Context: an optimization exercise on an open-source flow, tuned for a short achievable clock period and few clock cycles per item. The choices shown serve that exercise and are no tape-out recipe.
Where RTL was checked, it was by simulation tests only, not by an equivalence proof against the original.

==> inputs of build 61 <==
// cpu16_backend
module cpu16_backend
(
    input  logic    clk,
    input  logic    reset,
    input  logic    in_valid,
    output logic    in_ready,
    input  logic [15:0] in_instr,
    output logic    retire_valid,
    input  logic    retire_ready,
    output logic [32:0]  retire,
    output logic [REGVAL_W-1:0] regval
);
==> flow/config.mk <==
export PLATFORM = sky130hd
export DESIGN_NAME = cpu16_backend
export DESIGN_NICKNAME = cpu16_backend
export VERILOG_FILES = /design/flow/design.v
export SDC_FILE = /design/flow/constraint.sdc
export NUM_CORES = 4
export LEC_CHECK = 0
export ABC_CLOCK_PERIOD_IN_PS = 1000
export CAP_MARGIN = 20
export CORE_MARGIN = 2
export CORE_UTILIZATION = 30
export PLACE_DENSITY = 0.5
export SETUP_SLACK_MARGIN = 3.2
export SLEW_MARGIN = 20
export TNS_END_PERCENT = 100
==> flow/constraint.sdc <==
create_clock -name core_clock -period 5.0 [get_ports {clk}]
set_input_delay 1.0000 -clock core_clock [delete_from_list [all_inputs] [get_ports {clk}]]
set_output_delay 1.0000 -clock core_clock [all_outputs]
set_load 0.01 [all_outputs]
standard.sh (not shown) runs the stock make flow with config.mk's settings and CLKGATE_MAP_FILE= SYNTH_SCRIPT=/design/flow/synth_recipe.tcl, a recipe that flattens the netlist after the stock synthesis.
==> flow/flow/run.sh <==
#!/bin/bash
# The standard layout, except that synthesis leaves adders to ABC instead of
# mapping them onto the library's half- and full-adder cells, and the slow
# majority cell is kept out of the netlist.
set -euo pipefail
PLAT=$(sed -n '/^export DONT_USE_CELLS +=/,/[^\\]$/p' "$FLOW_HOME/platforms/sky130hd/config.mk" | sed -e 's/export DONT_USE_CELLS +=//' -e 's/\\//g' | tr -s ' \n' ' ')
SLOW="sky130_fd_sc_hd__maj3_*"
echo "DONT_USE_CELLS=$PLAT $SLOW" > dont_use.txt
bash standard.sh ADDER_MAP_FILE= "DONT_USE_CELLS=$PLAT $SLOW" finish > flow.log 2>&1
==> build 52 (differences from build 61) <==
--- a/flow/design.v
+++ b/flow/design.v
@@ -73,42 +73,35 @@
     logic [3:0]       alow1;      
     logic [7:0]       alow2;
     logic [3:0]       pres1;      
     logic [7:0]       pres2;
     logic [11:0]      pres3;
     logic [3:0]       ldlo1;      
-    logic [2:0]       ldk1;       
+    logic             ldc1;
     logic             hit2;       
     logic             hit3;
     logic [3:0]       wb;
     logic [3:0]       isld;
     logic [3:0][3:0]  res;
     logic [3:0]       cout;
-    logic             ld_late;    
-    logic [3:0]       a1p;        
-    logic [3:0]       ld_r0;      
     logic [7:0][3:0]  sr0, sr1, sr2, sr3;
-    logic             r_v;        
-    logic [15:0]      r_ins;
-    logic [15:0]      r_res;
-    logic [7:0]       r_we;       
     always_comb begin
         for (int k = 0; k < 4; k++) begin
             wb[k]   = s_v[k] && !s_ins[k][15];
             isld[k] = s_op[k][7];
         end
     end
     logic [4:0]  lo4;
     logic        imm4;
     logic        hit1;
     logic [15:0] ldw;
     assign lo4  = {1'b0, s_a[0]} + {1'b0, s_ins[0][3:0]};
-    assign imm4 = s_ins[0][4];
-    assign hit1 = (s_a[1] == 4'h0 && ldk1[0])
-               || (s_a[1] == 4'hf && ldk1[1])
-               || (s_a[1] == 4'he && ldk1[2]);
+    assign imm4 = s_ins[1][4];
+    assign hit1 = (s_a[1] == 4'h0 && !imm4 && !ldc1)
+               || (s_a[1] == 4'hf && (imm4 ^ ldc1))
+               || (s_a[1] == 4'he && imm4 && ldc1);
     data_mem u_mem (
         .addr  ({hit1 ? 4'h0 : 4'hf, ldlo1}),
         .rdata (ldw)
     );
     alu_slice u_s0 (
         .op (s_op[0]), .a (s_a[0]), .b (s_b[0]), .cin (s_cin[0]),
@@ -136,148 +129,120 @@
     logic        w_v;
     logic [15:0] w_instr;
     logic        x_v;
     logic [15:0] x;
     logic [3:0]  xop;
     logic [7:0]  x1h;
+    logic [2:0]  xrs1;
+    logic [2:0]  xrs2;
     logic        m1a, m1b, m2a, m2b;
     logic [3:0]  iop;
     logic        iuse1;
     logic        iuse2;
     assign in_ready = rdy;
     assign accept   = in_valid && rdy;
     assign iop   = in_instr[15:12];
     assign iuse1 = iop <= 4'd5 || iop == 4'd7;
     assign iuse2 = iop <= 4'd5;
-    assign stall = accept && wb[0] && isld[0] && ld_late
+    assign stall = accept && wb[0] && isld[0]
                 && ((iuse1 && in_instr[7:5] == s_ins[0][10:8])
                  || (iuse2 && in_instr[4:2] == s_ins[0][10:8]));
     assign x_v  = w_v || (accept && !stall);
     assign x    = w_v ? w_instr : in_instr;
     assign xop  = x[15:12];
+    assign xrs1 = x[7:5];
+    assign xrs2 = x[4:2];
     always_comb begin
         x1h = '0;
         if (!xop[3])
             x1h[xop[2:0]] = 1'b1;
     end
-    logic [3:0] v0_s1;
-    assign v0_s1 = isld[1] ? ldw[3:0] : pres1;
-    logic [3:0] ia, ib, wa, wb0;
-    logic       m2wa, m2wb;
-    assign m1a  = wb[0] && s_ins[0][10:8] == in_instr[7:5];
-    assign m1b  = wb[0] && s_ins[0][10:8] == in_instr[4:2];
-    assign m2a  = wb[1] && s_ins[1][10:8] == in_instr[7:5];
-    assign m2b  = wb[1] && s_ins[1][10:8] == in_instr[4:2];
-    assign m2wa = wb[1] && s_ins[1][10:8] == w_instr[7:5];
-    assign m2wb = wb[1] && s_ins[1][10:8] == w_instr[4:2];
-    logic [3:0] a1i, a1w;
-    assign a1i = (wb[1] && s_ins[1][10:8] == in_instr[7:5]) ? res[1]
-               : (wb[2] && s_ins[2][10:8] == in_instr[7:5]) ? pres2[7:4]
-               : sr1[in_instr[7:5]];
-    assign a1w = (wb[1] && s_ins[1][10:8] == w_instr[7:5]) ? res[1]
-               : (wb[2] && s_ins[2][10:8] == w_instr[7:5]) ? pres2[7:4]
-               : sr1[w_instr[7:5]];
-    logic [3:0] f0;
-    assign f0  = isld[0] ? ld_r0 : res[0];
-    assign ia  = m1a ? f0 : m2a ? v0_s1 : sr0[in_instr[7:5]];
-    assign ib  = m1b ? f0 : m2b ? v0_s1 : sr0[in_instr[4:2]];
-    assign wa  = m2wa ? v0_s1 : sr0[w_instr[7:5]];
-    assign wb0 = m2wb ? v0_s1 : sr0[w_instr[4:2]];
+    assign m1a = wb[0] && !isld[0] && s_ins[0][10:8] == xrs1;
+    assign m1b = wb[0] && !isld[0] && s_ins[0][10:8] == xrs2;
+    assign m2a = wb[1] && isld[1] && s_ins[1][10:8] == xrs1;
+    assign m2b = wb[1] && isld[1] && s_ins[1][10:8] == xrs2;
     always_ff @(posedge clk) begin
         s_ins[0] <= x;
         s_op[0]  <= x1h;
         s_cin[0] <= xop == 4'd1;
-        s_a[0]   <= w_v ? wa : ia;
-        s_b[0]   <= w_v ? wb0 : ib;
-        a1p      <= w_v ? a1w : a1i;
-        ld_late  <= !w_v && m1a;
+        s_a[0]   <= m1a ? res[0] : m2a ? ldw[3:0] : sr0[xrs1];
+        s_b[0]   <= m1b ? res[0] : m2b ? ldw[3:0] : sr0[xrs2];
         w_instr  <= in_instr;
     end
-    logic [3:0] wb_n;
-    logic [3:0][2:0] rd_n;
-    logic [3:0][3:0] v_n;
-    logic [3:1] mka, mkb, nka, nkb;
-    assign wb_n = {r_v && !r_ins[15], wb[3:1]};
-    assign rd_n = {r_ins[10:8], s_ins[3][10:8], s_ins[2][10:8], s_ins[1][10:8]};
-    assign v_n  = {r_res[15:12], pres3[11:8], pres2[7:4], v0_s1};
+    logic [3:1] mka, mkb;
     always_comb begin
         for (int k = 1; k < 4; k++) begin
             mka[k] = wb[k] && s_ins[k][10:8] == s_ins[k-1][7:5];
             mkb[k] = wb[k] && s_ins[k][10:8] == s_ins[k-1][4:2];
-            nka[k] = wb_n[k] && rd_n[k] == s_ins[k-1][7:5];
-            nkb[k] = wb_n[k] && rd_n[k] == s_ins[k-1][4:2];
         end
     end
-    logic       hit0;
-    assign hit0    = (a1p == 4'h0 && !imm4 && !lo4[4])
-                  || (a1p == 4'hf && (imm4 ^ lo4[4]))
-                  || (a1p == 4'he && imm4 && lo4[4]);
-    assign ld_r0   = hit0 ? lo4[3:0] : 4'h0;
     logic [15:0] spill_1;
     logic [15:0] spill_2;
     logic [15:0] spill_3;
     assign spill_1 = {12'h000, s_a[0]} << s_b[0];
     assign spill_2 = {8'h00, s_a[1], alow1} << s_sh[1];
     assign spill_3 = {4'h0, s_a[2], alow2} << s_sh[2];
     always_ff @(posedge clk) begin
         for (int k = 1; k < 4; k++) begin
             s_ins[k] <= s_ins[k-1];
             s_op[k]  <= s_op[k-1];
             s_cin[k] <= cout[k-1];
         end
-        s_a[1] <= mka[1] ? res[1] : nka[1] ? v_n[1] : sr1[s_ins[0][7:5]];
-        s_b[1] <= mkb[1] ? res[1] : nkb[1] ? v_n[1] : sr1[s_ins[0][4:2]];
-        s_a[2] <= mka[2] ? res[2] : nka[2] ? v_n[2] : sr2[s_ins[1][7:5]];
-        s_b[2] <= mkb[2] ? res[2] : nkb[2] ? v_n[2] : sr2[s_ins[1][4:2]];
-        s_a[3] <= mka[3] ? res[3] : nka[3] ? v_n[3] : sr3[s_ins[2][7:5]];
-        s_b[3] <= mkb[3] ? res[3] : nkb[3] ? v_n[3] : sr3[s_ins[2][4:2]];
+        s_a[1] <= mka[1] ? res[1] : sr1[s_ins[0][7:5]];
+        s_b[1] <= mkb[1] ? res[1] : sr1[s_ins[0][4:2]];
+        s_a[2] <= mka[2] ? res[2] : sr2[s_ins[1][7:5]];
+        s_b[2] <= mkb[2] ? res[2] : sr2[s_ins[1][4:2]];
+        s_a[3] <= mka[3] ? res[3] : sr3[s_ins[2][7:5]];
+        s_b[3] <= mkb[3] ? res[3] : sr3[s_ins[2][4:2]];
         s_sh[1] <= s_b[0];
         s_sh[2] <= s_sh[1];
         s_sh[3] <= s_sh[2];
         s_spill[1] <= spill_1[7:4];
         s_spill[2] <= spill_2[11:8];
         s_spill[3] <= spill_3[15:12];
         alow1 <= s_a[0];
         alow2 <= {s_a[1], alow1};
         pres1 <= res[0];
-        pres2 <= {res[1], v0_s1};
+        pres2 <= {res[1], isld[1] ? ldw[3:0] : pres1};
         pres3 <= {res[2], pres2};
         ldlo1 <= lo4[3:0];
-        ldk1  <= {imm4 && lo4[4], imm4 ^ lo4[4], !imm4 && !lo4[4]};
+        ldc1  <= lo4[4];
         hit2  <= ldw[12];
         hit3  <= hit2;
     end
     always_ff @(posedge clk) begin
         for (int i = 0; i < NUM_REGS; i++) begin
             if (reset) begin
                 sr0[i] <= '0;
                 sr1[i] <= '0;
                 sr2[i] <= '0;
                 sr3[i] <= '0;
             end else begin
-                if (wb_n[0] && rd_n[0] == 3'(i))
-                    sr0[i] <= v_n[0];
-                if (wb_n[1] && rd_n[1] == 3'(i))
-                    sr1[i] <= v_n[1];
-                if (wb_n[2] && rd_n[2] == 3'(i))
-                    sr2[i] <= v_n[2];
-                if (wb_n[3] && rd_n[3] == 3'(i))
-                    sr3[i] <= v_n[3];
+                if (wb[0] && !isld[0] && s_ins[0][10:8] == 3'(i))
+                    sr0[i] <= res[0];
+                else if (wb[1] && isld[1] && s_ins[1][10:8] == 3'(i))
+                    sr0[i] <= ldw[3:0];
+                if (wb[1] && s_ins[1][10:8] == 3'(i))
+                    sr1[i] <= res[1];
+                if (wb[2] && s_ins[2][10:8] == 3'(i))
+                    sr2[i] <= res[2];
+                if (wb[3] && s_ins[3][10:8] == 3'(i))
+                    sr3[i] <= res[3];
             end
         end
     end
+    logic        r_v;
+    logic [15:0] r_ins;
+    logic [15:0] r_res;
     always_ff @(posedge clk) begin
         r_ins <= s_ins[3];
         r_res <= {res[3], pres3};
-        for (int i = 0; i < NUM_REGS; i++)
-            r_we[i] <= !reset && wb[3] && s_ins[3][10:8] == 3'(i);
     end
     logic [CAP-1:0][15:0] q_instr;
     logic [CAP-1:0]       q_wr;
     logic [CAP-1:0][15:0] q_res;
-    logic [CAP-1:0][7:0]  q_we;
     logic [CAP-1:0]       qv_r;
     logic [CAP:0]         qv;
     logic                 pop;
     logic                 push;
     logic                 keep0;
     logic [15:0]          h_instr;
@@ -298,18 +263,16 @@
         for (int k = 1; k < CAP; k++) begin
             if (!(qv[k] && !pop)) begin
                 if (k + 1 < CAP && qv[k+1]) begin
                     q_instr[k] <= q_instr[k+1];
                     q_wr[k]    <= q_wr[k+1];
                     q_res[k]   <= q_res[k+1];
-                    q_we[k]    <= q_we[k+1];
                 end else begin
                     q_instr[k] <= r_ins;
                     q_wr[k]    <= !r_ins[15];
                     q_res[k]   <= r_res;
-                    q_we[k]    <= r_we;
                 end
             end
         end
     end
     always_ff @(posedge clk) begin
         if (reset) begin
@@ -319,13 +282,16 @@
         end else if (!keep0) begin
             q_instr[0] <= h_instr;
             q_wr[0]    <= h_wr;
             q_res[0]   <= h_res;
         end
     end
-    assign vr_we = {NUM_REGS{!keep0}} & (qv[1] ? q_we[1] : r_we);
+    always_comb begin
+        for (int i = 0; i < NUM_REGS; i++)
+            vr_we[i] = !keep0 && h_v && h_wr && h_instr[10:8] == 3'(i);
+    end
     always_ff @(posedge clk) begin
         for (int i = 0; i < NUM_REGS; i++) begin
             if (reset)
                 vr[i] <= '0;
             else if (vr_we[i])
                 vr[i] <= h_res;
==> flow/flow/run.sh (replaced) <==
#!/bin/bash
# The standard layout, except that synthesis leaves adders to ABC instead of
# mapping them onto the library's half- and full-adder cells.
set -euo pipefail
bash standard.sh ADDER_MAP_FILE= finish > flow.log 2>&1
==> build 35 (differences from build 61) <==
--- a/flow/design.v
+++ b/flow/design.v
@@ -80,15 +80,12 @@
     logic             hit2;       
     logic             hit3;
     logic [3:0]       wb;
     logic [3:0]       isld;
     logic [3:0][3:0]  res;
     logic [3:0]       cout;
-    logic             ld_late;    
-    logic [3:0]       a1p;        
-    logic [3:0]       ld_r0;      
     logic [7:0][3:0]  sr0, sr1, sr2, sr3;
     logic             r_v;        
     logic [15:0]      r_ins;
     logic [15:0]      r_res;
     logic [7:0]       r_we;       
     always_comb begin
@@ -145,13 +142,13 @@
     logic        iuse2;
     assign in_ready = rdy;
     assign accept   = in_valid && rdy;
     assign iop   = in_instr[15:12];
     assign iuse1 = iop <= 4'd5 || iop == 4'd7;
     assign iuse2 = iop <= 4'd5;
-    assign stall = accept && wb[0] && isld[0] && ld_late
+    assign stall = accept && wb[0] && isld[0]
                 && ((iuse1 && in_instr[7:5] == s_ins[0][10:8])
                  || (iuse2 && in_instr[4:2] == s_ins[0][10:8]));
     assign x_v  = w_v || (accept && !stall);
     assign x    = w_v ? w_instr : in_instr;
     assign xop  = x[15:12];
     always_comb begin
@@ -160,39 +157,28 @@
             x1h[xop[2:0]] = 1'b1;
     end
     logic [3:0] v0_s1;
     assign v0_s1 = isld[1] ? ldw[3:0] : pres1;
     logic [3:0] ia, ib, wa, wb0;
     logic       m2wa, m2wb;
-    assign m1a  = wb[0] && s_ins[0][10:8] == in_instr[7:5];
-    assign m1b  = wb[0] && s_ins[0][10:8] == in_instr[4:2];
+    assign m1a  = wb[0] && !isld[0] && s_ins[0][10:8] == in_instr[7:5];
+    assign m1b  = wb[0] && !isld[0] && s_ins[0][10:8] == in_instr[4:2];
     assign m2a  = wb[1] && s_ins[1][10:8] == in_instr[7:5];
     assign m2b  = wb[1] && s_ins[1][10:8] == in_instr[4:2];
     assign m2wa = wb[1] && s_ins[1][10:8] == w_instr[7:5];
     assign m2wb = wb[1] && s_ins[1][10:8] == w_instr[4:2];
-    logic [3:0] a1i, a1w;
-    assign a1i = (wb[1] && s_ins[1][10:8] == in_instr[7:5]) ? res[1]
-               : (wb[2] && s_ins[2][10:8] == in_instr[7:5]) ? pres2[7:4]
-               : sr1[in_instr[7:5]];
-    assign a1w = (wb[1] && s_ins[1][10:8] == w_instr[7:5]) ? res[1]
-               : (wb[2] && s_ins[2][10:8] == w_instr[7:5]) ? pres2[7:4]
-               : sr1[w_instr[7:5]];
-    logic [3:0] f0;
-    assign f0  = isld[0] ? ld_r0 : res[0];
-    assign ia  = m1a ? f0 : m2a ? v0_s1 : sr0[in_instr[7:5]];
-    assign ib  = m1b ? f0 : m2b ? v0_s1 : sr0[in_instr[4:2]];
+    assign ia  = m1a ? res[0] : m2a ? v0_s1 : sr0[in_instr[7:5]];
+    assign ib  = m1b ? res[0] : m2b ? v0_s1 : sr0[in_instr[4:2]];
     assign wa  = m2wa ? v0_s1 : sr0[w_instr[7:5]];
     assign wb0 = m2wb ? v0_s1 : sr0[w_instr[4:2]];
     always_ff @(posedge clk) begin
         s_ins[0] <= x;
         s_op[0]  <= x1h;
         s_cin[0] <= xop == 4'd1;
         s_a[0]   <= w_v ? wa : ia;
         s_b[0]   <= w_v ? wb0 : ib;
-        a1p      <= w_v ? a1w : a1i;
-        ld_late  <= !w_v && m1a;
         w_instr  <= in_instr;
     end
     logic [3:0] wb_n;
     logic [3:0][2:0] rd_n;
     logic [3:0][3:0] v_n;
     logic [3:1] mka, mkb, nka, nkb;
@@ -204,17 +190,12 @@
             mka[k] = wb[k] && s_ins[k][10:8] == s_ins[k-1][7:5];
             mkb[k] = wb[k] && s_ins[k][10:8] == s_ins[k-1][4:2];
             nka[k] = wb_n[k] && rd_n[k] == s_ins[k-1][7:5];
             nkb[k] = wb_n[k] && rd_n[k] == s_ins[k-1][4:2];
         end
     end
-    logic       hit0;
-    assign hit0    = (a1p == 4'h0 && !imm4 && !lo4[4])
-                  || (a1p == 4'hf && (imm4 ^ lo4[4]))
-                  || (a1p == 4'he && imm4 && lo4[4]);
-    assign ld_r0   = hit0 ? lo4[3:0] : 4'h0;
     logic [15:0] spill_1;
     logic [15:0] spill_2;
     logic [15:0] spill_3;
     assign spill_1 = {12'h000, s_a[0]} << s_b[0];
     assign spill_2 = {8'h00, s_a[1], alow1} << s_sh[1];
     assign spill_3 = {4'h0, s_a[2], alow2} << s_sh[2];
==> flow/flow/run.sh (replaced) <==
#!/bin/bash
# The standard layout, except that synthesis leaves adders to ABC instead of
# mapping them onto the library's half- and full-adder cells.
set -euo pipefail
bash standard.sh ADDER_MAP_FILE= finish > flow.log 2>&1
==> impl_metrics.toml <==
[setup_path]
path_buf_inv = 0

[status]
status = "complete, no violations"

[sta]
fmax_mhz = 436

[pwr]
switching_share_pct = 22.7

[detailed_routing]
vias = 23400
drt_iter0_drc = 1336

[clock_tree]
numCtsBuffers = 89
[end of results for build 61]
==> impl_metrics.toml <==
[detailed_routing]
drt_iter0_drc = 1197
vias = 22300

[setup_path]
path_buf_inv = 1

[status]
status = "complete, no violations"

[sta]
fmax_mhz = 470
[end of results for build 35]
==> impl_metrics.toml <==
[status]
status = "complete, no violations"

[sta]
fmax_mhz = 466

[detailed_routing]
drt_iter0_drc = 1751
vias = 23300

[clock_tree]
numCtsBuffers = 82
post_cts_buffers = 200

[setup_path]
path_buf_inv = 2

[pwr]
switching_share_pct = 23.0
power.group.top = "sequential cells"
[end of results for build 52]
Testbench counts of build 52, summed over its fixed seeds: cycles 3,327, instructions 3,200.
Testbench counts of build 35, summed over its fixed seeds: cycles 3,327, instructions 3,200.
Function not checked in build 61: the RTL went through the layout flow alone.

==> separate check: timing with driven ports <==
The flow's constraints put no driver on any port. The routed layouts listed below were extracted and timed again, unchanged, in two steps. Step 1, drivers: a clkbuf_16 drives clk and a buf_2 each remaining input, both assumed. Step 2 adds t to the input delays and takes it off the output delays; t is the mean of the earliest and latest rising clock arrival at the registers after step 1. Input paths then give back, and output paths get back, about the clock's delay inside the block. Three values: ideal, step 1, step 2; two values: the first two.
| run | shift t [ns] | slack for setup (ns) | latest minus earliest clock arrival (ns) | worst register clock-pin slew, ns |
|---|---|---|---|---|
| build 61 | 0.716 | 2.707 / 2.707 / 2.197 | 0.034 / 0.034 | 0.06 / 0.06 |
| build 52 | 0.689 | 2.855 / 2.814 / 2.281 | 0.032 / 0.032 | 0.07 / 0.07 |
| build 35 | 0.706 | 2.874 / 2.809 / 2.408 | 0.026 / 0.025 | 0.07 / 0.07 |
After both steps every run listed still meets setup and hold. The setup slack of build 52, which loses most, moves by -0.041 ns with the drivers and by -0.574 ns with both steps.
